Source: an optimization exercise on an open RTL-to-GDS flow (aim: small area and a short achievable clock period). Production flows keep margins and buffers that such runs may drop.
Function was checked by simulation only, so behaviour that the tests miss may differ from the original.
Power and IR drop assume default switching activity.

==> design.v <==
package cpu_pkg;
	localparam int xlen       = 32;  
	localparam int reg_addr_w = 5;   
	localparam int iw         = 27;  
	localparam logic [5:0] op_rtype = 6'b000000;
	localparam logic [5:0] op_addi  = 6'b001000;
	localparam logic [5:0] op_beq   = 6'b000100;
	localparam logic [5:0] fn_add = 6'd32;
	localparam logic [5:0] fn_sub = 6'd34;
	localparam logic [5:0] fn_and = 6'd36;
	localparam logic [5:0] fn_or  = 6'd37;
	localparam logic [5:0] fn_nor = 6'd39;
	localparam logic [5:0] fn_slt = 6'd42;
	localparam logic [2:0] k_add = 3'b000;
	localparam logic [2:0] k_sub = 3'b001;
	localparam logic [2:0] k_beq = 3'b010;
	localparam logic [2:0] k_slt = 3'b011;
	localparam logic [2:0] k_and = 3'b100;
	localparam logic [2:0] k_or  = 3'b101;
	localparam logic [2:0] k_nor = 3'b110;
endpackage
`timescale 1ns/100ps
module reg_file (
	input  logic        clk,
	input  logic        rst,
	input  logic [4:0]  i_rs,
	input  logic [4:0]  i_rt,
	input  logic        i_fwd_ok,  
	input  logic        i_we,      
	input  logic [4:0]  i_wreg,
	input  logic [31:0] i_wdata,
	output logic [31:0] o_rs_data,
	output logic [31:0] o_rt_data
);
	logic [31:0] regs [1:31];
	logic [31:0] rd_a, rd_b;
	logic [31:0] wval;
	always_comb
	begin
		rd_a = '0;
		rd_b = '0;
		for (int i = 1; i < 32; i++)
		begin
			if (i_rs == 5'(i))
				rd_a = regs[i];
			if (i_rt == 5'(i))
				rd_b = regs[i];
		end
	end
	assign o_rs_data = (i_fwd_ok && i_rs == i_wreg) ? i_wdata : rd_a;
	assign o_rt_data = (i_fwd_ok && i_rt == i_wreg) ? i_wdata : rd_b;
	assign wval = rst ? i_wdata : '0;
	always_ff @(posedge clk)
	begin
		for (int i = 1; i < 32; i++)
			if (!rst || (i_we && i_wreg == 5'(i)))
				regs[i] <= wval;
	end
endmodule
`timescale 1ns/100ps
module fetch_stage (
	input  logic                   clk,
	input  logic                   rst,
	input  logic                   i_stall,
	input  logic                   i_branch_taken,   
	input  logic [5:0]             i_branch_target,  
	input  logic                   i_imem_we,
	input  logic [5:0]             i_imem_addr,
	input  logic [31:0]            i_imem_data,
	output logic [cpu_pkg::iw-1:0] o_instr,
	output logic                   o_valid
);
	logic [cpu_pkg::iw-1:0] imem [64];
	logic [5:0]             pc;  
	logic [cpu_pkg::iw-1:0] wword;
	logic [5:0]  op, fn;
	logic [4:0]  rs, rt, rd;
	logic [15:0] imm;
	logic [5:0]  tgt;
	logic [2:0]  kind;
	logic        zero_ops;
	assign op  = i_imem_data[31:26];
	assign rs  = i_imem_data[25:21];
	assign rt  = i_imem_data[20:16];
	assign rd  = i_imem_data[15:11];
	assign fn  = i_imem_data[5:0];
	assign imm = i_imem_data[15:0];
	assign tgt = i_imem_addr + 6'd1 + imm[5:0];
	always_comb
	begin
		kind     = cpu_pkg::k_and;
		zero_ops = 1'b1;
		if (op == cpu_pkg::op_rtype)
		begin
			zero_ops = 1'b0;
			case (fn)
				cpu_pkg::fn_add: kind = cpu_pkg::k_add;
				cpu_pkg::fn_sub: kind = cpu_pkg::k_sub;
				cpu_pkg::fn_and: kind = cpu_pkg::k_and;
				cpu_pkg::fn_or:  kind = cpu_pkg::k_or;
				cpu_pkg::fn_nor: kind = cpu_pkg::k_nor;
				cpu_pkg::fn_slt: kind = cpu_pkg::k_slt;
				default:         zero_ops = 1'b1;  
			endcase
		end
		else if (op == cpu_pkg::op_beq)
		begin
			kind     = cpu_pkg::k_beq;
			zero_ops = 1'b0;
		end
	end
	always_comb
	begin
		if (op == cpu_pkg::op_addi)
			wword = {rs, rt, 1'b1, imm};
		else if (op == cpu_pkg::op_beq)
			wword = {rs, rt, 1'b0, kind, tgt[4:0], tgt[5], 7'd0};
		else if (op == cpu_pkg::op_rtype)
			wword = {zero_ops ? 10'd0 : {rs, rt}, 1'b0, kind, rd, 8'd0};
		else
			wword = {10'd0, 1'b0, kind, 5'd0, 8'd0};
	end
	always_ff @(posedge clk)
	begin
		if (i_imem_we)
			imem[i_imem_addr] <= wword;
	end
	always_ff @(posedge clk)
	begin
		if (!rst)
		begin
			pc      <= '0;
			o_valid <= 1'b0;
		end
		else if (!i_stall)
		begin
			pc      <= i_branch_taken ? i_branch_target : pc + 6'd1;
			o_valid <= !i_branch_taken;  
		end
	end
	always_ff @(posedge clk)
	begin
		if (!i_stall)
			o_instr <= imem[pc];
	end
endmodule
`timescale 1ns/100ps
module decode_stage (
	input  logic                   clk,
	input  logic                   rst,
	input  logic                   i_stall,
	input  logic                   i_flush,    
	input  logic [cpu_pkg::iw-1:0] i_instr,
	input  logic                   i_valid,
	input  logic                   i_fwd_ok,
	input  logic                   i_we,
	input  logic [4:0]             i_wreg,
	input  logic [31:0]            i_wdata,
	output logic [31:0]            o_a,
	output logic [31:0]            o_b,
	output logic [5:0]             o_t,        
	output logic [2:0]             o_kind,
	output logic                   o_wr,       
	output logic                   o_br        
);
	logic [31:0] rs_data, rt_data;
	logic        addi;
	logic [2:0]  kind;
	logic [4:0]  dest;
	reg_file reg_file_inst (
		.clk       (clk),
		.rst       (rst),
		.i_rs      (i_instr[26:22]),
		.i_rt      (i_instr[21:17]),
		.i_fwd_ok  (i_fwd_ok),
		.i_we      (i_we),
		.i_wreg    (i_wreg),
		.i_wdata   (i_wdata),
		.o_rs_data (rs_data),
		.o_rt_data (rt_data)
	);
	assign addi = i_instr[16];
	assign kind = addi ? cpu_pkg::k_add : i_instr[15:13];
	assign dest = addi ? i_instr[21:17] : i_instr[12:8];
	always_ff @(posedge clk)
	begin
		if (!rst)
		begin
			o_wr <= 1'b0;
			o_br <= 1'b0;
		end
		else if (!i_stall)
		begin
			o_wr <= i_valid && !i_flush && kind != cpu_pkg::k_beq && dest != 5'd0;
			o_br <= i_valid && !i_flush && kind == cpu_pkg::k_beq;
		end
	end
	always_ff @(posedge clk)
	begin
		if (!i_stall)
		begin
			o_a    <= rs_data;
			o_b    <= addi ? {{16{i_instr[15]}}, i_instr[15:0]} : rt_data;
			o_t    <= {i_instr[7], dest};
			o_kind <= kind;
		end
	end
endmodule
`timescale 1ns/100ps
module execute_stage (
	input  logic        clk,
	input  logic        rst,
	input  logic        i_stall,
	input  logic [31:0] i_a,
	input  logic [31:0] i_b,
	input  logic [5:0]  i_t,
	input  logic [2:0]  i_kind,
	input  logic        i_wr,
	input  logic        i_br,
	output logic        o_branch_taken,
	output logic [5:0]  o_branch_target,
	output logic        o_pending,       
	output logic        o_we,            
	output logic [4:0]  o_wreg,
	output logic [31:0] o_wdata
);
	logic        sub;
	logic [31:0] bx, sum, lg, res;
	logic        lt;
	logic        we_q;
	assign sub = i_kind[0] && !i_kind[2];  
	assign bx  = sub ? ~i_b : i_b;
	assign sum = i_a + bx + {31'd0, sub};
	assign lt  = (i_a[31] ^ i_b[31]) ? i_a[31] : sum[31];
	always_comb
	begin
		case (i_kind[1:0])
			2'b00:   lg = i_a & i_b;
			2'b01:   lg = i_a | i_b;
			default: lg = ~(i_a | i_b);
		endcase
	end
	assign res = i_kind[2] ? lg : (i_kind[1] ? {31'd0, lt} : sum);
	assign o_branch_taken  = i_br && (i_a == i_b);
	assign o_branch_target = i_t;
	always_ff @(posedge clk)
	begin
		if (!rst)
			we_q <= 1'b0;
		else if (!i_stall)
			we_q <= i_wr;
	end
	always_ff @(posedge clk)
	begin
		if (!i_stall)
		begin
			o_wreg  <= i_t[4:0];
			o_wdata <= res;
		end
	end
	assign o_pending = we_q;
	assign o_we      = we_q && !i_stall;
endmodule
`timescale 1ns/100ps
module cpu_core #(
	parameter int imem_depth = 64  
) (
	input  logic                              clk,
	input  logic                              rst,
	input  logic                              i_stall,
	input  logic                              i_imem_we,
	input  logic [$clog2(imem_depth)-1:0]     i_imem_addr,
	input  logic [cpu_pkg::xlen-1:0]          i_imem_data,
	output logic                              o_wb_valid,
	output logic [cpu_pkg::reg_addr_w-1:0]    o_wb_reg,
	output logic [cpu_pkg::xlen-1:0]          o_wb_data
);
	logic [cpu_pkg::iw-1:0] f_instr;
	logic                   f_valid;
	logic [31:0]            d_a, d_b;
	logic [5:0]             d_t;
	logic [2:0]             d_kind;
	logic                   d_wr, d_br;
	logic                   x_taken;
	logic [5:0]             x_target;
	logic                   x_pending;
	fetch_stage fetch_stage_inst (
		.clk             (clk),
		.rst             (rst),
		.i_stall         (i_stall),
		.i_branch_taken  (x_taken),
		.i_branch_target (x_target),
		.i_imem_we       (i_imem_we),
		.i_imem_addr     (i_imem_addr),
		.i_imem_data     (i_imem_data),
		.o_instr         (f_instr),
		.o_valid         (f_valid)
	);
	decode_stage decode_stage_inst (
		.clk      (clk),
		.rst      (rst),
		.i_stall  (i_stall),
		.i_flush  (x_taken),
		.i_instr  (f_instr),
		.i_valid  (f_valid),
		.i_fwd_ok (x_pending),
		.i_we     (o_wb_valid),
		.i_wreg   (o_wb_reg),
		.i_wdata  (o_wb_data),
		.o_a      (d_a),
		.o_b      (d_b),
		.o_t      (d_t),
		.o_kind   (d_kind),
		.o_wr     (d_wr),
		.o_br     (d_br)
	);
	execute_stage execute_stage_inst (
		.clk             (clk),
		.rst             (rst),
		.i_stall         (i_stall),
		.i_a             (d_a),
		.i_b             (d_b),
		.i_t             (d_t),
		.i_kind          (d_kind),
		.i_wr            (d_wr),
		.i_br            (d_br),
		.o_branch_taken  (x_taken),
		.o_branch_target (x_target),
		.o_pending       (x_pending),
		.o_we            (o_wb_valid),
		.o_wreg          (o_wb_reg),
		.o_wdata         (o_wb_data)
	);
endmodule
==> run.sh <==
#!/bin/bash
# synth_recipe.tcl (not shown) runs the flow's synth.tcl, then flattens the netlist and writes it again
# the make line also repeats each setting of config.mk as NAME=value (left out here)
make -C /OpenROAD-flow-scripts/flow DESIGN_CONFIG=/design/flow/config.mk WORK_HOME=/design/flow/orfs CLKGATE_MAP_FILE= SYNTH_SCRIPT=/design/flow/synth_recipe.tcl finish
==> config.mk <==
export PLATFORM = sky130hd
export DESIGN_NAME = cpu_core
export DESIGN_NICKNAME = cpu_core
export VERILOG_FILES = /design/flow/design.v
export SDC_FILE = /design/flow/constraint.sdc
export NUM_CORES = 4
export LEC_CHECK = 0
export CAP_MARGIN = 20
export CORE_MARGIN = 2
export CORE_UTILIZATION = 40
export SLEW_MARGIN = 20
==> constraint.sdc <==
create_clock -name core_clock -period 6.0 [get_ports {clk}]
set_input_delay 1.2000 -clock core_clock [delete_from_list [all_inputs] [get_ports {clk}]]
set_output_delay 1.2000 -clock core_clock [all_outputs]
set_load 0.01 [all_outputs]
==> impl_metrics.yaml, run 1 <==
sta:
  tns_ps: 0
  finalCritPeriodShare_pct: 82.8
  fin_ws_ps: 1030
  hold_viol: 0
  drv_slew: 0
  worstMarginPinSlew_ps: 1270
  clock_skew_ps: 53.4
  hold_slack_ps: 470
  period_minus_slack_ps: 4970
  rsz0062_at_grt: "no"
  setup_viol: 0
  slew_headroom_pct: 15.2
  max_freq_mhz: 201
yosys:
  synth_cell_types: 86
  ys_seq_elements: 2867
  yosys.area.top_type: "edfxtp_1"
  ys_seq_area_share_pct: 71.3
  synth_xor_area_share_pct: 0.523
  synth_top_family_by_area: "multiplexers"
  avgSynthCellArea_um2: 17.1
  synth_fa_ha_area_share_pct: 1.07
  synthArstFlopShare_pct: 0
  netlist_instances: 7053
  netlist_area_um2: 121000
  synth_nets: 7197
  synth_compound_area_share_pct: 8.68
  synthTopCellsByArea: "edfxtp_1 (71%), mux4_2 (11%), o21ai_0 (1.5%)"
  ys.flop_type: "edfxtp_1"
  synth_edf_count: 2857
  yosys_warnings: 5
  yosys.area_share.simple_pct: 4.56
  synth_top_area_share_pct: 71.1
  synthMuxAreaShare_pct: 12.1
worst_setup_path:
  worstPathRequired_ps: 6720
  critPathCaptureType: "flop"
  r2r_slack_ps: 1030
  criticalPathCategory: "flop to flop"
  worst_setup_path_start_kind: "flop"
  cp_max_fo: 15
  worstPathArrival_ps: 5690
clock_network:
  clk_latency_ps: 880
  htreeDepth: 5
  clockBufferDepth: 4
  cts_root_buffer: "clkbuf_16"
  numCtsBuffers: 306
  cts_tree: "yes"
  cts_setup_buffers: 0
  cts.sinks: 2867
  postCtsHoldBufs: 0
  clkSlewWorstSetupHoldPaths_ps: 60
  post_cts_resized: 0
routing:
  routed_wl_um: 393000
  final_antenna_net_count: 0
  detail_route.iter0.violations: 11000
  wl_per_cell_um: 34.1
  vias: 73600
  drc_errors: 0
  avgViaCountPerCell: 6.39
  drt-pass1-iter-count: 10
layout:
  drive_gt1_share_pct: 20.4
  area_growth_pct: 14.2
  nNetsFinal: 7462
placement:
  place.gp.congestion: 0.975
  dp_hpwl_um: 256000
  dp_slack_ps: 1160
  port_buffers: 79
floorplanning:
  die_area_um2: 306000
  io-pin-count: 80
  fp-row-count: 201
  coreArea_um2: 300000
  die_x_um: 553
  fp.dieH_um: 553
  start_util_pct: 40.2
hold_path:
  hold_class: "flop to flop"
job:
  maxCapViolations: 0
pwr:
  ir_drop_mv: 0.247
  total_power_mw: 43.4
  power.density_nw_per_um2: 315
  p_leak_nw: 40.2
global_route:
  antenna_found_initial: 29
  grt_pass1_vias: 73000
  overflow: 0
  grt_use_total_pct: 25.1
  grt_max_degree: 103
  grt_pass1_wl_um: 551000
run_status:
  outcome: "complete, no violations"
[state kept, by name (all words and copies together), names as in the netlist]
signal and count:
decode_stage_inst.o_wr 1, decode_stage_inst.reg_file_inst.regs 992, execute_stage_inst.o_wreg 5, fetch_stage_inst.imem 1728, decode_stage_inst.o_br 1, fetch_stage_inst.o_instr 27
decode_stage_inst.o_kind 3, execute_stage_inst.o_wdata 32, decode_stage_inst.o_a 32, fetch_stage_inst.pc 6, decode_stage_inst.o_b 32, execute_stage_inst.we_q 1
decode_stage_inst.o_t 6, fetch_stage_inst.o_valid 1
[layer usage]
layer / global-route usage [%] / part of all wire, % / up-vias
met5: 0 / 0.021 / -
met4: 12.9 / 5.8 / 12
met3: 3.95 / 9.2 / 956
met2: 40.8 / 48 / 4603
met1: 32.6 / 37 / 38300
li1: - / - / 29700
[cells in the final DEF (no fill, tap or decap), drive strengths merged, types with 35 or more instances in the layout]
master,instances
ha,100
nand2,306
o21ai,362
nand2b,35
mux2i,104
a21oi,279
a31oi,76
clkdlybuf4s50,78
nand4,41
o221ai,51
buf,317
and2,46
nor2,395
nor3,109
a22oi,168
clkbuf,372
mux4,580
xnor2,44
clkinv,126
o211ai,35
mux2,43
nand3,93
a222oi,52
edfxtp,2857
a221oi,96
inv,92
o22ai,228
nor2b,44
[area by class of cell]
class | instances | area, µm²
fillers | 25400 | 162000
diodes | 24 | 60.1
well taps | 3958 | 4950
clock inverters | 155 | 1170
repair buffers | 395 | 3510
flip-flops and latches | 2867 | 86000
clock buffers | 372 | 8120
multi-input cells | 3664 | 33700
inverters | 84 | 320
[synthesized netlist by cell type, types with 51 or more instances]
cell type and instances:
nor3_1 108, o221ai_1 51, inv_1 81, mux2i_1 104, nor2_1 395, a31oi_1 76, nand2_1 306, ha_1 100
a21oi_1 279, a221oi_1 96, a222oi_1 52, buf_2 111, buf_1 55, o21ai_0 352, nand3_1 93, clkbuf_1 255
mux4_2 580, edfxtp_1 2857, o22ai_1 228, a22oi_1 168
[logic make-up after synthesis]
group	after synthesis
AOI/OAI and AO/OA	1585
buffers and inverters	522
xor gates and xnor gates	72
DFF	2867
and+or+nand+nor	1178
adders and majority gates	102
muxes	727
[final timing paths]
kind,start,endpoint,depth (start not counted)
worst min register to register,decode_stage_inst.o_t[4],execute_stage_inst.o_wreg[4],0
worst max register to register,fetch_stage_inst.o_instr[21],decode_stage_inst.o_b[2],10
worst min-delay path,decode_stage_inst.o_t[4],execute_stage_inst.o_wreg[4],0
worst max-delay path,fetch_stage_inst.o_instr[21],decode_stage_inst.o_b[2],10
[metrics by stage]
stage | instance area, µm² | util [%] | instances
final | 138000 | 45.9 | 11500
after floorplan | 121000 | - | 7053
after CTS | 138000 | 45.8 | 11500
after global routing | 138000 | 45.9 | 11500
after detailed placement | 128000 | 42.7 | 11000
after global placement | 128000 | 42.7 | 11000
[critical path, cell delays in order (launching register included)]
cell and delay [ps]:
edfxtp_1 690, nor2b_1 730, and2_1 900, buf_4 390, a22oi_1 120, a31oi_1 190, a211oi_1 90, o21ai_1 410
a31oi_1 190, o311ai_1 800, o311a_1 290
[where the power goes]
part	switching [mW]	internal (mW)
logic	1.40	0.759
clock network	7.75	10.2
registers	0.503	22.7
==> run 2, diff against run 1 <==
--- a/config.mk
+++ b/config.mk
@@ -8,4 +8,5 @@
 export CAP_MARGIN = 20
 export CORE_MARGIN = 2
 export CORE_UTILIZATION = 40
+export SETUP_SLACK_MARGIN = 2.0
 export SLEW_MARGIN = 20
==> run 2 against run 1 <==
Effect of this change: register-to-register slack gained 910 ps; first-iteration DRC count shrank 4.9%; power grew 0.37%; via count shrank 0.19%; largest power group unchanged; sequential share of layout area shrank 0.34 points.
==> impl_metrics.yaml, run 2 <==
pwr:
  ir_drop_mv: 0.301
  p_switching_mw: 9.68
  p_int_mw: 33.8
  p_seq_share_pct: 53.4
  power.share.switching_pct: 22.2
  power.density_nw_per_um2: 314
  total_power_mw: 43.5
  power_frac_comb_pct: 5.0
  p_leak_nw: 40.5
  clock_power_share_pct: 41.6
worst_setup_path:
  r2r_slack_ps: 1940
  cp_max_fo: 52
  worstPathArrival_ps: 4630
  critPathCaptureType: "flop"
  r2r_start: "fetch_stage_inst.o_instr[23]"
  ff2ff_path_depth: 10
  cp.depth: 10
  criticalPathCategory: "flop to flop"
  worstPathRequired_ps: 6570
  slowest_delay_ps: 550
  worst_setup_path_start_kind: "flop"
  crit_family: "compound AO/OA/AOI/OAI gates"
  cp_num_buf_inv: 2
  path_cells: "buf_12 > nand2_2 > nor2_2 > buf_4 > a22oi_1 > a21oi_1 > o221ai_1 > o211ai_1 > a21oi_1 > o41ai_1"
  regToRegEndpoint: "decode_stage_inst.o_a[23]"
  crit_path_frequent_cell: "a21oi_1"
  cpMaxStageDelayCell: "o41ai_1"
layout:
  nNetsFinal: 7496
  fill_cells: 25300
  largest_register: "fetch_stage_inst.imem"
  largest_reg_flops: 1728
  layout.cells.most_common: "edfxtp_1"
  finish.instance_area_um2: 139000
  final_cell_mix: "edfxtp_1 (2857), mux4_2 (580), o21ai_0 (319), clkbuf_16 (309), buf_4 (309)"
  drive_gt1_share_pct: 21.1
  top_regs: "fetch_stage_inst.imem (1728), decode_stage_inst.reg_file_inst.regs (992)"
  area_growth_pct: 14.8
hold_path:
  hold_depth: 0
  hold_class: "flop to flop"
  hp-start: "decode_stage_inst.o_t[1]"
  holdPathEnd: "execute_stage_inst.o_wreg[1]"
routing:
  drt-pass1-iter-count: 9
  detail_route.iter0.violations: 10400
  avgViaCountPerCell: 6.36
  routed_wl_um: 396000
  wl_per_cell_um: 34.2
  final_antenna_net_count: 0
  vias: 73500
  drc_errors: 0
sta:
  tns_ps: 0
  hold_viol: 0
  clock_skew_ps: 57.0
  rsz0062_at_grt: "yes"
  setup_viol: 0
  hold_slack_ps: 465
  worstMarginPinSlew_ps: 1170
  slew_headroom_pct: 21.8
  drv_slew: 0
  period_minus_slack_ps: 4060
  max_freq_mhz: 246
  finalCritPeriodShare_pct: 67.7
yosys:
  synth_top_area_share_pct: 71.1
  avgSynthCellArea_um2: 17.1
  ys.flop_type: "edfxtp_1"
  ys_top_cells_by_count: "edfxtp_1 (2857), mux4_2 (580), nor2_1 (395), o21ai_0 (352), nand2_1 (306)"
  yosys_warnings: 5
  synth_nets: 7197
  yosys.area.top_type: "edfxtp_1"
  ys_seq_area_share_pct: 71.3
  synthTopCellsByArea: "edfxtp_1 (71%), mux4_2 (11%), o21ai_0 (1.5%)"
  synth_cell_types: 86
  synthArstFlopShare_pct: 0
  netlist_instances: 7053
  synth_edf_count: 2857
  netlist_area_um2: 121000
  yosysMostFrequentCell: "edfxtp_1"
  ys_seq_elements: 2867
placement:
  placed_cell_area_um2: 129000
  port_buffers: 79
  place.gp.congestion: 0.973
  dp_hpwl_um: 260000
global_route:
  overflow: 0
  grt_pass1_vias: 72600
  grt_use_total_pct: 25.2
  antenna_found_initial: 17
  grt_max_degree: 108
  grt_pass1_wl_um: 553000
clock_network:
  numCtsBuffers: 302
  clk_latency_ps: 890
  cts_tree: "yes"
  htreeDepth: 5
  clkSlewWorstSetupHoldPaths_ps: 70
  cts.sinks: 2867
  cts_root_buffer: "clkbuf_16"
  clockBufferDepth: 4
run_status:
  outcome: "complete, no violations"
floorplanning:
  fp.dieH_um: 553
  start_util_pct: 40.2
  fp-row-count: 201
  die_area_um2: 306000
  coreArea_um2: 300000
  io-pin-count: 80
  die_x_um: 553
job:
  maxCapViolations: 0
==> run 2: cell counts after synthesis <==
Identical to the previous run, type by type.
==> run 2: cell type report <==
type / instances / area, µm² / area share, %
Antenna cell: 13 / 32.5 / 0.0235
Clock buffer: 356 / 7910 / 5.71
Tap cell: 3958 / 4950 / 3.57
Inverter: 84 / 323 / 0.233
Multi-Input combinational cell: 3664 / 33800 / 24.4
Sequential cell: 2867 / 86000 / 62.1
Timing Repair Buffer: 433 / 4120 / 2.97
Clock inverter: 176 / 1450 / 1.04
==> run 2: worst max path at each step <==
| stage | endpoint | slack, ps | from |
|---|---|---|---|
| after detailed placement | decode_stage_inst.reg_file_inst.regs[25][14] | 1130 | i_stall |
| final | decode_stage_inst.o_a[23] | 1940 | fetch_stage_inst.o_instr[23] |
| after global placement | decode_stage_inst.reg_file_inst.regs[12][14] | 1160 | i_stall |
| after CTS | execute_stage_inst.o_wdata[30] | 2000 | decode_stage_inst.o_kind[0] |
| after floorplan | fetch_stage_inst.imem[0][4] | 840 | i_imem_data[31] |
| after global routing | decode_stage_inst.o_b[30] | 1870 | fetch_stage_inst.o_instr[18] |
==> run 2: stage by stage <==
stage	setup WS, ps	util (%)	std cells
after detailed placement	1130	42.9	11000
after global routing	1870	46.2	11500
final	1940	46.2	11600
after global placement	1160	42.8	11000
after CTS	2000	46.0	11500
after floorplan	836	-	7053
==> run 2: what timing repair did <==
item / CTS / global route
setup endpoints to repair: 29 / 29
pin swaps: 1 / 1
gates resized for setup: 19 / 23
buffers inserted: 11 / 4
hold buffers: 0 / 0
==> run 2: cell families after synthesis <==
| kind of cell | Yosys count | synth area share [%] |
|---|---|---|
| muxes | 727 | 12.1 |
| and+or+nand+nor | 1178 | 4.56 |
| adders and majority gates | 102 | 1.07 |
| xor gates and xnor gates | 72 | 0.523 |
| DFF | 2867 | 71.3 |
| buffers and inverters | 522 | 1.80 |
| AOI/OAI and AO/OA | 1585 | 8.68 |
==> run 2: metal layers <==
metal | routed length, µm | vias up | global-route usage, % | part of all wire, %
met3 | 32800 | 954 | 3.32 | 8.3
met4 | 23800 | 4 | 13.1 | 6.0
met2 | 191000 | 4462 | 41.4 | 48
met5 | 30 | - | 0 | 0.0076
met1 | 148000 | 38200 | 32.9 | 37
li1 | - | 29800 | - | -
==> run 2: worst reg2reg max path: cells and delay by family (launching register included) <==
family / cells / cell delay [ps]
AO/OA/AOI/OAI: 6 / 1700
AND/OR/NAND/NOR: 2 / 960
buffers and inverters: 2 / 650
flip-flops: 1 / 500
==> run 2: power groups by stage <==
stage	clock, mW	combinational [mW]	sequential [mW]
global placement	0	2.12	23.6
floorplan	0	1.32	23.4
CTS	18.3	2.16	23.2
detailed placement	0	2.15	23.6
finish	18.1	2.18	23.2
global route	19.1	2.31	23.3
==> run 3, diff against run 2 <==
--- a/config.mk
+++ b/config.mk
@@ -5,8 +5,9 @@
 export SDC_FILE = /design/flow/constraint.sdc
 export NUM_CORES = 4
 export LEC_CHECK = 0
+export ABC_CLOCK_PERIOD_IN_PS = 3000
 export CAP_MARGIN = 20
 export CORE_MARGIN = 2
 export CORE_UTILIZATION = 40
-export SETUP_SLACK_MARGIN = 2.0
+export SETUP_SLACK_MARGIN = 3.0
 export SLEW_MARGIN = 20
==> run 3 against run 2 <==
Effect of this change: still clean; non-clock buffer count is 683 higher; power is 3.5% higher; flip-flop and latch count stayed put.
==> impl_metrics.yaml, run 3 <==
yosys:
  synth_top_family_by_area: "multiplexers"
  synth_cell_types: 86
  synth_compound_area_share_pct: 8.68
  yosys.area_share.simple_pct: 4.56
  netlist_instances: 7053
  ys.flop_type: "edfxtp_1"
  synthArstFlopShare_pct: 0
  netlist_area_um2: 121000
  synthTopCellsByArea: "edfxtp_1 (71%), mux4_2 (11%), o21ai_0 (1.5%)"
  synthMuxAreaShare_pct: 12.1
  yosys_warnings: 5
  yosysMostFrequentCell: "edfxtp_1"
  synth_xor_area_share_pct: 0.523
  ys_top_cells_by_count: "edfxtp_1 (2857), mux4_2 (580), nor2_1 (395), o21ai_0 (352), nand2_1 (306)"
  avgSynthCellArea_um2: 17.1
  synth_top_area_share_pct: 71.1
  yosys.area.top_type: "edfxtp_1"
  synth_nets: 7197
  synth_edf_count: 2857
  synth_fa_ha_area_share_pct: 1.07
  ys_seq_elements: 2867
  ys_seq_area_share_pct: 71.3
floorplanning:
  die_x_um: 553
  start_util_pct: 40.2
  die_area_um2: 306000
  io-pin-count: 80
  coreArea_um2: 300000
  fp-row-count: 201
  fp.dieH_um: 553
sta:
  finalCritPeriodShare_pct: 58.1
  slew_headroom_pct: 25.6
  drv_slew: 0
  setup_viol: 0
  hold_viol: 0
  period_minus_slack_ps: 3490
  clock_skew_ps: 49.1
  tns_ps: 0
  max_freq_mhz: 287
  worstMarginPinSlew_ps: 1120
  hold_slack_ps: 450
  rsz0062_at_grt: "yes"
worst_setup_path:
  worstPathRequired_ps: 6590
  criticalPathCategory: "flop to flop"
  slowest_delay_ps: 480
  regToRegEndpoint: "decode_stage_inst.o_b[12]"
  critPathCaptureType: "flop"
  worst_setup_path_start_kind: "flop"
  cp_max_fo: 6
  cp_num_buf_inv: 5
  ff2ff_path_depth: 12
  cpMaxStageDelayCell: "a221o_1"
  worstPathArrival_ps: 4080
  path_cells: "buf_6 > buf_6 > buf_12 > buf_4 > buf_4 > nand2b_2 > a211oi_2 > o221ai_2 > a221o_1 > a221oi_2 > a2bb2oi_2 > a21oi_2"
  r2r_start: "fetch_stage_inst.o_instr[20]"
  crit_family: "compound AO/OA/AOI/OAI gates"
  r2r_slack_ps: 2510
routing:
  detail_route.iter0.violations: 12300
  wl_per_cell_um: 36.1
  drt-pass1-iter-count: 9
  drc_errors: 0
  final_antenna_net_count: 0
  avgViaCountPerCell: 6.49
  routed_wl_um: 444000
  vias: 79800
clock_network:
  cts_root_buffer: "clkbuf_16"
  clockBufferDepth: 4
  cts_tree: "yes"
  numCtsBuffers: 302
  clk_latency_ps: 890
  htreeDepth: 5
  clkSlewWorstSetupHoldPaths_ps: 60
  cts.sinks: 2867
  postCtsHoldBufs: 0
placement:
  placed_cell_area_um2: 129000
  dp_hpwl_um: 260000
  place.gp.congestion: 0.983
  port_buffers: 79
  placed_cells: 11000
pwr:
  ir_drop_mv: 0.248
  power.density_nw_per_um2: 295
  p_leak_nw: 46.6
  total_power_mw: 45.0
hold_path:
  hold_class: "flop to flop"
  hp-start: "decode_stage_inst.o_t[0]"
  holdPathEnd: "execute_stage_inst.o_wreg[0]"
  hold_depth: 0
layout:
  final_cell_mix: "edfxtp_1 (2857), buf_4 (636), mux4_2 (580), clkbuf_16 (339), nor2_1 (267)"
  fill_cells: 24000
  area_growth_pct: 26.3
  drive_gt1_share_pct: 34.9
  largest_register: "fetch_stage_inst.imem"
  stdcell_count: 12300
  largest_reg_flops: 1728
  top_regs: "fetch_stage_inst.imem (1728), decode_stage_inst.reg_file_inst.regs (992)"
  layout.cells.most_common: "edfxtp_1"
  nNetsFinal: 8232
  finish.instance_area_um2: 152000
global_route:
  overflow: 0
  antenna_found_initial: 34
  grt_use_total_pct: 27.8
  grt_pass1_wl_um: 601000
  grt_max_degree: 99
  grt_pass1_vias: 76500
job:
  maxCapViolations: 0
run_status:
  outcome: "complete, no violations"
==> run 3: cell families (layout without fill, tap and decap cells) <==
| logic type | Yosys count | after routing |
|---|---|---|
| muxes | 727 | 727 |
| other | 0 | 23 |
| AOI/OAI and AO/OA | 1585 | 1589 |
| buffers and inverters | 522 | 1730 |
| and+or+nand+nor | 1178 | 1227 |
| xor gates and xnor gates | 72 | 72 |
| DFF | 2867 | 2867 |
| adders and majority gates | 102 | 102 |
==> run 3: worst max path at each step <==
| stage | from | end | depth (start not counted) |
|---|---|---|---|
| after floorplan | i_imem_addr[5] | fetch_stage_inst.imem[38][0] | 4 |
| after global placement | i_stall | decode_stage_inst.reg_file_inst.regs[28][2] | 6 |
| after detailed placement | i_stall | decode_stage_inst.reg_file_inst.regs[28][18] | 6 |
| after CTS | i_imem_we | fetch_stage_inst.imem[41][22] | 4 |
| after global routing | decode_stage_inst.o_kind[2] | execute_stage_inst.o_wdata[27] | 15 |
| final | fetch_stage_inst.o_instr[20] | decode_stage_inst.o_b[12] | 12 |
==> run 3: routing by layer <==
metal,global-route usage [%],wire length (µm),vias to the layer above
li1,-,-,31400
met5,0,104,-
met2,44.6,208000,5759
met4,15.4,30900,12
met3,5.58,48100,1461
met1,35.4,157000,41100
==> run 3: stage by stage <==
step,worst slack [ps],utilization (%)
5_1_grt,2540,50.8
4_1_cts,2610,49.1
2_1_floorplan,2580,-
3_3_place_gp,1350,42.7
3_5_place_dp,1270,42.9
6_report,2510,50.8
==> run 3: cell type report <==
class / count / area, µm² / share of cell area (%)
well taps: 3958 / 4950 / 3.25
flip-flops and latches: 2867 / 86000 / 56.4
clock inverters: 144 / 1500 / 0.982
multi-input cells: 3717 / 38300 / 25.1
inverters: 84 / 363 / 0.238
clock buffers: 386 / 8230 / 5.40
repair buffers: 1116 / 13000 / 8.52
diodes: 23 / 57.6 / 0.0378
==> run 3: power breakdown <==
part / switching (mW) / internal (mW) / total, mW
combinational: 1.80 / 1.18 / 2.98
sequential: 0.464 / 22.7 / 23.2
clock: 7.86 / 11.0 / 18.9
==> run 3: repair_timing <==
action                      CTS  global route
cloned                       89            28
resized for setup           844           484
buffers inserted            421           243
setup endpoints to repair  3536          1296
pin swaps                   302           354

[static timing again, ports no longer ideal]
In the flow no input, the clock included, has a driving cell. The finished layouts below were timed again as built, in two steps.
Step 1 sets driving cells, clkbuf_16 on the clock port and buf_2 on the other inputs (assumed; they add their load-dependent delay and slew).
Step 2, shift: input delay + t, output delay - t, t = (earliest + latest rising clock arrival at the registers) / 2. This alone moves slack from input paths to output paths.
a / b / c = no drivers / after step 1 / after step 2; a / b = the first two.
run	t, ns	setup WS [ns]	hold WS [ns]
run 1	0.965	1.032 / 1.032 / 1.032	0.470 / 0.470 / 0.470
run 2	0.955	1.938 / 1.938 / 1.287	0.465 / 0.465 / 0.465
run 3	0.980	2.514 / 2.514 / 1.877	0.450 / 0.450 / 0.450
After both steps every run listed still meets setup and hold. For run 2, which loses most, drivers alone change the setup slack by 0.000 ns; drivers and shift together by -0.651 ns.
